This is an optimization exercise on Yosys and OpenROAD, whose aim is small area, not a production implementation. Only simulation tests tie the RTL to the original design; equivalence was not proved. Power and IR drop assume default switching activity.

<file path="flow/run.sh">
#!/bin/bash
# synth_recipe.tcl (not shown) runs the flow's synth.tcl, then flattens the netlist and writes it again
# the make line also repeats each setting of config.mk as NAME=value (left out here)
make -C /OpenROAD-flow-scripts/flow DESIGN_CONFIG=/design/flow/config.mk WORK_HOME=/design/flow/orfs CLKGATE_MAP_FILE= SYNTH_SCRIPT=/design/flow/synth_recipe.tcl finish
</file>
<file path="flow/config.mk">
export PLATFORM = sky130hd
export DESIGN_NAME = pio_regs_top
export DESIGN_NICKNAME = pio_regs_top
export VERILOG_FILES = /design/flow/design.v
export SDC_FILE = /design/flow/constraint.sdc
export NUM_CORES = 4
export LEC_CHECK = 0
export CAP_MARGIN = 20
export CORE_MARGIN = 2
export CORE_UTILIZATION = 40
export SLEW_MARGIN = 20
</file>
<file path="flow/constraint.sdc">
create_clock -name core_clock -period 5.0 [get_ports {clk}]
set_input_delay 1.0000 -clock core_clock [delete_from_list [all_inputs] [get_ports {clk}]]
set_output_delay 1.0000 -clock core_clock [all_outputs]
set_load 0.01 [all_outputs]
</file>
<file path="flow/design.v">
package pio_regs_pkg;
  typedef struct packed {
    logic [15:0] int_part;
    logic [7:0]  frac;
    logic [7:0]  reserved;
  } pio_clkdiv_t;
  typedef struct packed {
    logic       exec_stalled;
    logic       side_en;
    logic       side_pindir;
    logic [4:0] jmp_pin;
    logic [4:0] out_en_sel;
    logic       inline_out_en;
    logic       out_sticky;
    logic [4:0] wrap_top;
    logic [4:0] wrap_bottom;
    logic [1:0] reserved;
    logic       status_sel;
    logic [3:0] status_n;
  } pio_execctrl_t;
  typedef struct packed {
    logic        fjoin_rx;
    logic        fjoin_tx;
    logic [4:0]  pull_thresh;
    logic [4:0]  push_thresh;
    logic        out_shiftdir;
    logic        in_shiftdir;
    logic        autopull;
    logic        autopush;
    logic [15:0] reserved;
  } pio_shiftctrl_t;
  typedef struct packed {
    logic [2:0] sideset_count;
    logic [2:0] set_count;
    logic [5:0] out_count;
    logic [4:0] in_base;
    logic [4:0] sideset_base;
    logic [4:0] set_base;
    logic [4:0] out_base;
  } pio_pinctrl_t;
  typedef union packed {
    pio_clkdiv_t             clkdiv;
    pio_execctrl_t           execctrl;
    pio_shiftctrl_t          shiftctrl;
    pio_pinctrl_t            pinctrl;
    logic [32-1:0]  raw;
  } pio_sm_word_u;
  typedef enum logic [3:0] {
    TGT_NONE,
    TGT_CTRL,
    TGT_IRQ,
    TGT_IMEM,
    TGT_CLKDIV,
    TGT_EXECCTRL,
    TGT_SHIFTCTRL,
    TGT_INSTR,
    TGT_PINCTRL
  } pio_target_e;
endpackage
`timescale 1ns/10ps
module pio_bus_decode (
  input  logic                   clk,
  input  logic                   reset,
  input  logic                   sel,
  input  logic                   rw,
  input  logic [12-1:0] addr,
  input  logic [32-1:0] wdata,
  output logic                   req_wr,
  output logic                   req_rd,
  output pio_regs_pkg::pio_target_e req_target,
  output logic [$clog2(4)-1:0]   req_sm_index,
  output logic [$clog2(32)-1:0] req_imem_index,
  output logic [32-1:0] req_wdata
);
  localparam int SM_IDX_W   = $clog2(4);
  localparam int IMEM_IDX_W = $clog2(32);
  localparam logic [12-1:0] IMEM_END =
    12'h048 + 12'(4 * 32);
  localparam logic [12-1:0] SM_END =
    12'h0C8 + 12'(4) * 12'h018;
  pio_regs_pkg::pio_target_e            tgt;
  logic [SM_IDX_W-1:0]    sm_idx;
  logic [12-1:0] imem_ofs;
  logic [12-1:0] sm_ofs;
  logic [12-1:0] fld_ofs;
  assign imem_ofs = addr - 12'h048;
  assign sm_ofs   = addr - 12'h0C8;
  always_comb begin
    tgt     = pio_regs_pkg::TGT_NONE;
    sm_idx  = '0;
    fld_ofs = sm_ofs;
    for (int i = 0; i < 4; i++) begin
      if (sm_ofs >= 12'(i) * 12'h018) begin
        sm_idx  = SM_IDX_W'(i);
        fld_ofs = sm_ofs - 12'(i) * 12'h018;
      end
    end
    if (addr == 12'h000) begin
      tgt = pio_regs_pkg::TGT_CTRL;
    end else if (addr == 12'h030) begin
      tgt = pio_regs_pkg::TGT_IRQ;
    end else if (addr >= 12'h048 && addr < IMEM_END && addr[1:0] == 2'b00) begin
      tgt = pio_regs_pkg::TGT_IMEM;
    end else if (addr >= 12'h0C8 && addr < SM_END) begin
      case (fld_ofs)
        12'h000:    tgt = pio_regs_pkg::TGT_CLKDIV;
        12'h004:  tgt = pio_regs_pkg::TGT_EXECCTRL;
        12'h008: tgt = pio_regs_pkg::TGT_SHIFTCTRL;
        12'h010:     tgt = pio_regs_pkg::TGT_INSTR;
        12'h014:   tgt = pio_regs_pkg::TGT_PINCTRL;
        default:            tgt = pio_regs_pkg::TGT_NONE;
      endcase
    end
  end
  always_ff @(posedge clk or posedge reset) begin
    if (reset) begin
      req_wr     <= 1'b0;
      req_rd     <= 1'b0;
      req_target <= pio_regs_pkg::TGT_NONE;
    end else begin
      req_wr <= sel & rw;
      req_rd <= sel & ~rw;
      if (sel) begin
        req_target <= tgt;
      end
    end
  end
  always_ff @(posedge clk) begin
    if (sel) begin
      req_sm_index   <= sm_idx;
      req_imem_index <= imem_ofs[IMEM_IDX_W+1:2];
      req_wdata      <= wdata;
    end
  end
endmodule
`timescale 1ns/10ps
module pio_sm_regs (
  input  logic                   clk,
  input  logic                   reset,
  input  logic                   req_wr,
  input  logic                   req_rd,
  input  pio_regs_pkg::pio_target_e req_target,
  input  logic [$clog2(4)-1:0]   req_sm_index,
  input  logic [$clog2(32)-1:0] req_imem_index,
  input  logic [32-1:0] req_wdata,
  output logic [32-1:0] sm_rdata
);
  localparam int FIELD_COUNT = 5;
  localparam logic [2:0] FLD_CLKDIV    = 3'd0;
  localparam logic [2:0] FLD_EXECCTRL  = 3'd1;
  localparam logic [2:0] FLD_SHIFTCTRL = 3'd2;
  localparam logic [2:0] FLD_INSTR     = 3'd3;
  localparam logic [2:0] FLD_PINCTRL   = 3'd4;
  function automatic logic [32-1:0] field_rst(input int f);
    case (f)
      0:       field_rst = 32'h0001_0000;
      1:       field_rst = 32'h0001_F000;
      2:       field_rst = 32'h000C_0000;
      4:       field_rst = 32'h1400_0000;
      default: field_rst = '0;
    endcase
  endfunction
  logic [4-1:0][FIELD_COUNT-1:0][32-1:0] sm_word;
  logic [32-1:0] wr_word;
  logic [2:0]   field;
  logic         hit;
  always_comb begin
    hit     = 1'b1;
    field   = FLD_CLKDIV;
    wr_word = req_wdata;
    case (req_target)
      pio_regs_pkg::TGT_CLKDIV: begin
        field   = FLD_CLKDIV;
        wr_word = req_wdata & 32'hFFFF_FF00;
      end
      pio_regs_pkg::TGT_EXECCTRL: begin
        field   = FLD_EXECCTRL;
        wr_word = req_wdata & 32'h7FFF_FF9F;
      end
      pio_regs_pkg::TGT_SHIFTCTRL: begin
        field   = FLD_SHIFTCTRL;
        wr_word = req_wdata & 32'hFFFF_0000;
      end
      pio_regs_pkg::TGT_INSTR: begin
        field   = FLD_INSTR;
        wr_word = req_wdata & 32'h0000_FFFF;
      end
      pio_regs_pkg::TGT_PINCTRL: begin
        field   = FLD_PINCTRL;
        wr_word = req_wdata;
      end
      default: begin
        hit = 1'b0;
      end
    endcase
  end
  for (genvar m = 0; m < 4; m++) begin : g_sm
    for (genvar f = 0; f < FIELD_COUNT; f++) begin : g_fld
      always_ff @(posedge clk or posedge reset) begin
        if (reset) begin
          sm_word[m][f] <= field_rst(f);
        end else if (req_wr && hit && req_sm_index == m && field == f) begin
          sm_word[m][f] <= wr_word;
        end
      end
    end
  end
  assign sm_rdata = hit ? sm_word[req_sm_index][field] : '0;
endmodule
`timescale 1ns/10ps
module pio_global_regs (
  input  logic                               clk,
  input  logic                               reset,
  input  logic                               irq_set,
  input  logic [2:0]                         irq_index,
  input  logic                               irq_value,
  input  logic                   req_wr,
  input  logic                   req_rd,
  input  pio_regs_pkg::pio_target_e req_target,
  input  logic [$clog2(4)-1:0]   req_sm_index,
  input  logic [$clog2(32)-1:0] req_imem_index,
  input  logic [32-1:0] req_wdata,
  output logic [32-1:0]             global_rdata,
  output logic [4-1:0]           sm_enable,
  output logic [$clog2(32)-1:0] instr_waddr,
  output logic [16-1:0]            instr_wdata,
  output logic                               instr_we
);
  logic [4-1:0] ctrl_q;
  logic [7:0]               irq_q;
  logic [32-1:0]   ctrl_wr;
  logic [32-1:0]   irq_wr;
  logic                     imem_wr;
  assign ctrl_wr = req_wdata & 32'h0000_000F;
  assign irq_wr  = req_wdata & 32'h0000_00FF;
  assign imem_wr = req_wr && (req_target == pio_regs_pkg::TGT_IMEM);
  always_ff @(posedge clk or posedge reset) begin
    if (reset) begin
      ctrl_q   <= '0;
      irq_q    <= '0;
      instr_we <= 1'b0;
    end else begin
      instr_we <= imem_wr;
      if (req_wr && req_target == pio_regs_pkg::TGT_CTRL) begin
        ctrl_q <= ctrl_wr[4-1:0];
      end
      if (req_wr && req_target == pio_regs_pkg::TGT_IRQ) begin
        irq_q <= irq_wr[7:0];
      end else if (irq_set) begin
        irq_q[irq_index] <= irq_value;
      end
    end
  end
  always_ff @(posedge clk) begin
    if (imem_wr) begin
      instr_waddr <= req_imem_index;
      instr_wdata <= req_wdata[16-1:0];
    end
  end
  always_comb begin
    case (req_target)
      pio_regs_pkg::TGT_CTRL: global_rdata = {{(32 - 4){1'b0}}, ctrl_q};
      pio_regs_pkg::TGT_IRQ:  global_rdata = {{(32 - 8){1'b0}}, irq_q};
      default:  global_rdata = '0;
    endcase
  end
  assign sm_enable = ctrl_q;
endmodule
`timescale 1ns/10ps
module pio_read_mux (
  input  logic                   clk,
  input  logic                   reset,
  input  logic [32-1:0] sm_rdata,
  input  logic [32-1:0] global_rdata,
  input  logic                   req_wr,
  input  logic                   req_rd,
  input  pio_regs_pkg::pio_target_e req_target,
  input  logic [$clog2(4)-1:0]   req_sm_index,
  input  logic [$clog2(32)-1:0] req_imem_index,
  input  logic [32-1:0] req_wdata,
  output logic [32-1:0] rdata
);
  logic [32-1:0] rd_word;
  always_comb begin
    case (req_target)
      pio_regs_pkg::TGT_CLKDIV, pio_regs_pkg::TGT_EXECCTRL, pio_regs_pkg::TGT_SHIFTCTRL, pio_regs_pkg::TGT_INSTR, pio_regs_pkg::TGT_PINCTRL:
        rd_word = sm_rdata;
      pio_regs_pkg::TGT_CTRL, pio_regs_pkg::TGT_IRQ:
        rd_word = global_rdata;
      default:
        rd_word = '0;
    endcase
  end
  always_ff @(posedge clk or posedge reset) begin
    if (reset) begin
      rdata <= '0;
    end else if (req_rd) begin
      rdata <= rd_word;
    end
  end
endmodule
`timescale 1ns/10ps
module pio_regs_top (
  input  logic                               clk,
  input  logic                               reset,
  input  logic                               sel,
  input  logic                               rw,
  input  logic [12-1:0]             addr,
  input  logic [32-1:0]             wdata,
  input  logic                               irq_set,
  input  logic [2:0]                         irq_index,
  input  logic                               irq_value,
  output logic [32-1:0]             rdata,
  output logic [4-1:0]           sm_enable,
  output logic [$clog2(32)-1:0] instr_waddr,
  output logic [16-1:0]            instr_wdata,
  output logic                               instr_we
);
  logic [32-1:0] sm_rdata;
  logic [32-1:0] global_rdata;
  logic                               req_wr;
  logic                               req_rd;
  pio_regs_pkg::pio_target_e          req_target;
  logic [$clog2(4)-1:0]   req_sm_index;
  logic [$clog2(32)-1:0] req_imem_index;
  logic [32-1:0]             req_wdata;
  pio_bus_decode u_bus_decode (
    .clk   (clk),
    .reset (reset),
    .sel   (sel),
    .rw    (rw),
    .addr  (addr),
    .wdata (wdata),
    .req_wr         (req_wr),
    .req_rd         (req_rd),
    .req_target     (req_target),
    .req_sm_index   (req_sm_index),
    .req_imem_index (req_imem_index),
    .req_wdata      (req_wdata)
  );
  pio_sm_regs u_sm_regs (
    .clk      (clk),
    .reset    (reset),
    .req_wr         (req_wr),
    .req_rd         (req_rd),
    .req_target     (req_target),
    .req_sm_index   (req_sm_index),
    .req_imem_index (req_imem_index),
    .req_wdata      (req_wdata),
    .sm_rdata (sm_rdata)
  );
  pio_global_regs u_global_regs (
    .clk          (clk),
    .reset        (reset),
    .irq_set      (irq_set),
    .irq_index    (irq_index),
    .irq_value    (irq_value),
    .req_wr         (req_wr),
    .req_rd         (req_rd),
    .req_target     (req_target),
    .req_sm_index   (req_sm_index),
    .req_imem_index (req_imem_index),
    .req_wdata      (req_wdata),
    .global_rdata (global_rdata),
    .sm_enable    (sm_enable),
    .instr_waddr  (instr_waddr),
    .instr_wdata  (instr_wdata),
    .instr_we     (instr_we)
  );
  pio_read_mux u_read_mux (
    .clk          (clk),
    .reset        (reset),
    .sm_rdata     (sm_rdata),
    .global_rdata (global_rdata),
    .req_wr         (req_wr),
    .req_rd         (req_rd),
    .req_target     (req_target),
    .req_sm_index   (req_sm_index),
    .req_imem_index (req_imem_index),
    .req_wdata      (req_wdata),
    .rdata        (rdata)
  );
endmodule
</file>
==> run notes <==
-- per-layer routing --
metal  part of all wire  global-route usage  vias to the layer above  wire length (um)
li1                   -                   -                     9608                 -
met1               0.45               0.314                    11296             39300
met2               0.47               0.342                      685             41100
met3              0.064              0.0410                      130              5650
met4              0.024              0.0585                        2              2090
met5            0.00014                   0                        -                12
-- final cells by class --
class | instances | area, um^2 | area share
Sequential cell | 751 | 19100 | 0.512
Multi-Input combinational cell | 1708 | 12200 | 0.326
Clock buffer | 134 | 2540 | 0.0681
Timing Repair Buffer | 185 | 1800 | 0.0481
Tap cell | 1060 | 1330 | 0.0355
Inverter | 52 | 199 | 0.00532
Clock inverter | 18 | 158 | 0.00422
Antenna cell | 1 | 2.50 | 0.0000670
-- cell usage after synthesis, types with 3 or more instances --
library cell    n  area [um^2]
mux2i_1         6         60.1
mux4_2        181         4080
dfrtp_1       651        16300
nor3_1         14         70.1
a21o_1          3         22.5
a22oi_1        26          195
a31oi_1        12         75.1
nand3_1         8         40.0
nand2b_1        7         43.8
buf_1          24         90.1
o22ai_1        30          188
nand2_1       581         2180
inv_1          51          191
o32ai_1        11         96.3
ha_1           16          200
o21ai_0       409         2050
clkbuf_1      177          664
o211ai_1        5         37.5
nor2_1         46          173
and2_1        180         1130
nor2b_1         4         25.0
or3_1           7         43.8
edfxtp_1       60         1800
nor3b_1         4         30.0
mux2_2         53          597
dfstp_2        40         1050
a21oi_1        42          210
xor2_1          4         35.0
xnor2_1         9         78.8
or4_1           4         30.0
buf_2           6         30.0
nand4_1         6         37.5
buf_6           3         33.8
-- through the flow --
stage	setup WS [ns]	cells	utilization	hold WS, ns
after floorplan	-5.42	2722	-	0.400
after global placement	0.128	3756	0.432	0.410
after detailed placement	0.142	3756	0.433	0.406
after CTS	0.807	3908	0.466	0.421
after global routing	0.501	3908	0.466	0.427
final	0.741	3909	0.466	0.420
-- sequential cells by signal (all words and copies together), names as in the netlist, 4 cells and up --
| signal | cells |
|---|---|
| u_global_regs.irq_q | 8 |
| u_bus_decode.req_wdata | 32 |
| u_sm_regs.sm_word | 640 |
| u_bus_decode.req_target | 4 |
| u_global_regs.instr_wdata | 16 |
| u_global_regs.instr_waddr | 5 |
| u_read_mux.rdata | 32 |
| u_global_regs.ctrl_q | 4 |
| u_bus_decode.req_imem_index | 5 |
-- worst register-to-register path, cell delays in order (launching register included) --
cell and delay, ns:
dfrtp_1 0.36, clkinv_1 0.22, and3_1 0.30, ha_4 0.18, fa_4 1.03, buf_4 0.45, mux4_2 0.38, mux4_2 0.55
a22oi_1 0.21, nor2_1 0.07, a21oi_1 0.16, a21oi_1 0.08
-- logic make-up (layout without fill, tap and decap cells) --
kind of cell | Yosys count | after routing | share of synthesized area
AO/OA/AOI/OAI | 563 | 563 | 0.0963
XOR/XNOR | 13 | 13 | 0.00353
adder cells (fa/ha/maj) | 18 | 18 | 0.00714
buffers and inverters | 263 | 389 | 0.0316
flip-flops | 751 | 751 | 0.593
multiplexers | 240 | 240 | 0.147
other | 0 | 1 | 0
AND/OR/NAND/NOR | 874 | 874 | 0.121
-- path summary, 6_finish.rpt --
path	start	to	slack [ns]	cells past startpoint
worst min register to register	u_bus_decode.req_imem_index[2]$_DFFE_PP_	u_global_regs.instr_waddr[2]$_DFFE_PP_	0.42	0
min in group asynchronous	reset	u_sm_regs.sm_word[633]$_DFFE_PP0P_	0.96	2
max in group asynchronous	reset	u_sm_regs.sm_word[112]$_DFFE_PP0P_	2.92	3
worst max register to register	u_bus_decode.req_target[3]$_DFFE_PP0P_	u_read_mux.rdata[4]$_DFFE_PP0P_	0.83	11
worst max-delay path	addr[3]	u_bus_decode.req_target[1]$_DFFE_PP0P_	0.74	15
worst min-delay path	u_bus_decode.req_imem_index[2]$_DFFE_PP_	u_global_regs.instr_waddr[2]$_DFFE_PP_	0.42	0
-- layout by cell type (no fill, tap or decap), types with 5 or more instances in the layout --
cell type	synthesis	final
dfrtp_1	651	650
nand2_1	581	567
o21ai_0	409	409
mux4_2	181	181
and2_1	180	180
clkdlybuf4s50_1	0	109
clkbuf_16	0	87
buf_4	0	64
edfxtp_1	60	60
mux2_2	53	53
inv_1	51	50
nor2_1	46	46
a21oi_1	42	42
dfstp_2	40	40
o22ai_1	30	30
clkbuf_1	177	28
a22oi_1	26	26
clkbuf_8	0	19
ha_1	16	15
nand2_2	0	13
nor3_1	14	13
a31oi_1	12	12
o32ai_1	11	11
buf_12	0	11
clkinv_2	0	10
nand3_1	8	8
or3_1	7	7
xnor2_1	9	7
mux2i_1	6	6
nand4_1	6	6
nand2b_1	7	5
o211ai_1	5	5
-- power groups by stage --
stage                     combinational, mW  clock [mW]  sequential (mW)
after floorplan                       0.443           0             6.41
after global placement                0.710           0             6.43
after detailed placement              0.721           0             6.43
after CTS                             0.724        6.13             6.33
after global routing                  0.789        6.39             6.33
final                                 0.707        6.01             6.33
==> results by group <==
Status
  • Status: complete, no violations

Placed design
  • IO Port Bufs: 110
  • Gpl congestion: 0.835
  • Post-DP Area: 34700 um^2
  • Post-DP HPWL: 51700 um

Cells and area
  • Area Overhead vs Synth: 15.8%
  • Share of cells above drive strength 1: 0.178
  • FILL cells: 7226
  • Final #Nets: 2850
  • Final instance area: 37400 um^2

Worst setup path
  • CP Cell Sequence: clkdlybuf4s50_1 -> inv_1 -> ha_1 -> nand2b_1 -> and2_1 -> inv_1 -> ha_1 -> inv_1 -> o221ai_1 -> or3_1 -> a21oi_2 -> a2111oi_0 -> or4_1 -> or4_4 -> o41ai_2
  • WP data required: 5.52 ns
  • CP delay by family, top: simple AND/OR/NAND/NOR gates
  • Slowest stage delay, CP: 0.53 ns
  • CP Data Arrival Time: 4.78 ns
  • Critical path fanouts, max: 6
  • Crit Path Category: input port to flop
  • Crit. End Element: flop
  • CP dominant cell by count: inv_1
  • Critical path buffer and inverter count: 4
  • Crit path launch type: input port
  • CP max stage cell: or4_1

Power and ir drop
  • Internal Power: 10.0 mW
  • Gate power share: 0.054
  • Leakage: 16.4 nW
  • Power Dens Cells: 349 nW/um^2
  • Clk network pwr share: 0.461
  • Maximum VDD drop: 0.275 mV
  • Switching share of power: 0.230
  • Reg power frac: 0.485
  • Switching power: 3.00 mW
  • Overall power: 13.0 mW

Timing
  • Worst-Margin Slew: 1.07 ns
  • Setup Skew: 0.0269 ns
  • Period utilisation layout: 0.852
  • Final hold viol count: 0
  • Fmax: 235 MHz
  • Min cycle time layout: 4.26 ns
  • Slew Limit Headroom: 0.285
  • Setup TNS: 0 ns
  • Final setup fails: 0
  • RSZ-0062 raised after global routing: no
  • Slew Limit Fails: 0

Logic synthesis
  • Sequential area share after synthesis: 0.593
  • Syn Nets: 2792
  • Count of cell types in the netlist: 65
  • Average size of a mapped cell: 11.9 um^2
  • Cell count after synthesis: 2722
  • FFs w/ async S/R, synth: 0.920
  • Flops & latches, synth: 751
  • Synthesized area: 32300 um^2
  • Main flop type after synthesis: dfrtp_1
  • Post-synth EDFFs: 60
  • Yosys warns: 4

Clocking
  • CTS Root Cell: clkbuf_16
  • Clk sinks: 751
  • Post-cts hold buffer count: 0
  • Clock-pin slew on the worst setup and hold paths: 0.06 ns
  • CTS tree: yes
  • Worst skew pair latency: 0.63 ns
  • H-tree levels: 3
  • Cts repair resizes: 0
  • CTS Buffer Depth: 3
  • Postcts setup bufs: 0
  • TritonCTS buffer count: 82

Global routing
  • Number of global-route vias before repair: 22422
  • Largest net degree at the start of global routing: 108
  • Initial antenna violation count: 5
  • First-pass GRT wire length: 138000 um
  • GRT Total Usage: 0.218
  • Final global-route overflow total: 0

Floorplan
  • Die Height: 288 um
  • Core area: 80200 um^2
  • Initial Utilization: 0.403
  • I/O pin count: 111
  • # rows: 104
  • Die area: 82900 um^2
  • Chip Width: 288 um

Drt
  • Vias: 21721
  • Vias per cell: 5.56
  • Average wire per standard cell: 22.5 um
  • Final ANT Viol Nets: 0
  • Initial DRC count: 1773
  • Detailed Routing Iterations Pass 1: 7
  • Number of remaining DRC errors: 0
  • Total wire length: 88100 um

Job
  • MaxCap Viol Count: 0

Min path
  • HP Class: flop to flop

[static timing again, ports no longer ideal]
In the flow no input, the clock included, has a driving cell. The finished layout below was timed again as built, in two steps. Step 1 (the two cells are an assumption about what drives the block):
set clk [get_ports {clk}]
set_driving_cell -lib_cell sky130_fd_sc_hd__clkbuf_16 $clk
set_driving_cell -lib_cell sky130_fd_sc_hd__buf_2 [delete_from_list [all_inputs] $clk]
Step 2 times the ports against the registers' clock, not the clock port: input delays grow and output delays shrink by t, the midpoint of the rising clock arrivals with the driver on. Slacks: ideal ports / drivers / drivers and shift; pairs: ideal ports / drivers.
t, ns: 0.688
slack for setup (ns): 0.741 / 0.787 / 0.100
worst hold slack (ns): 0.420 / 0.420 / 0.420
worst setup path at the end: input to register
worst data-port slew with drivers (ns): 0.05
After both steps this run still meets setup and hold. For this run, drivers alone change the setup slack by +0.046 ns; drivers and shift together by -0.641 ns.
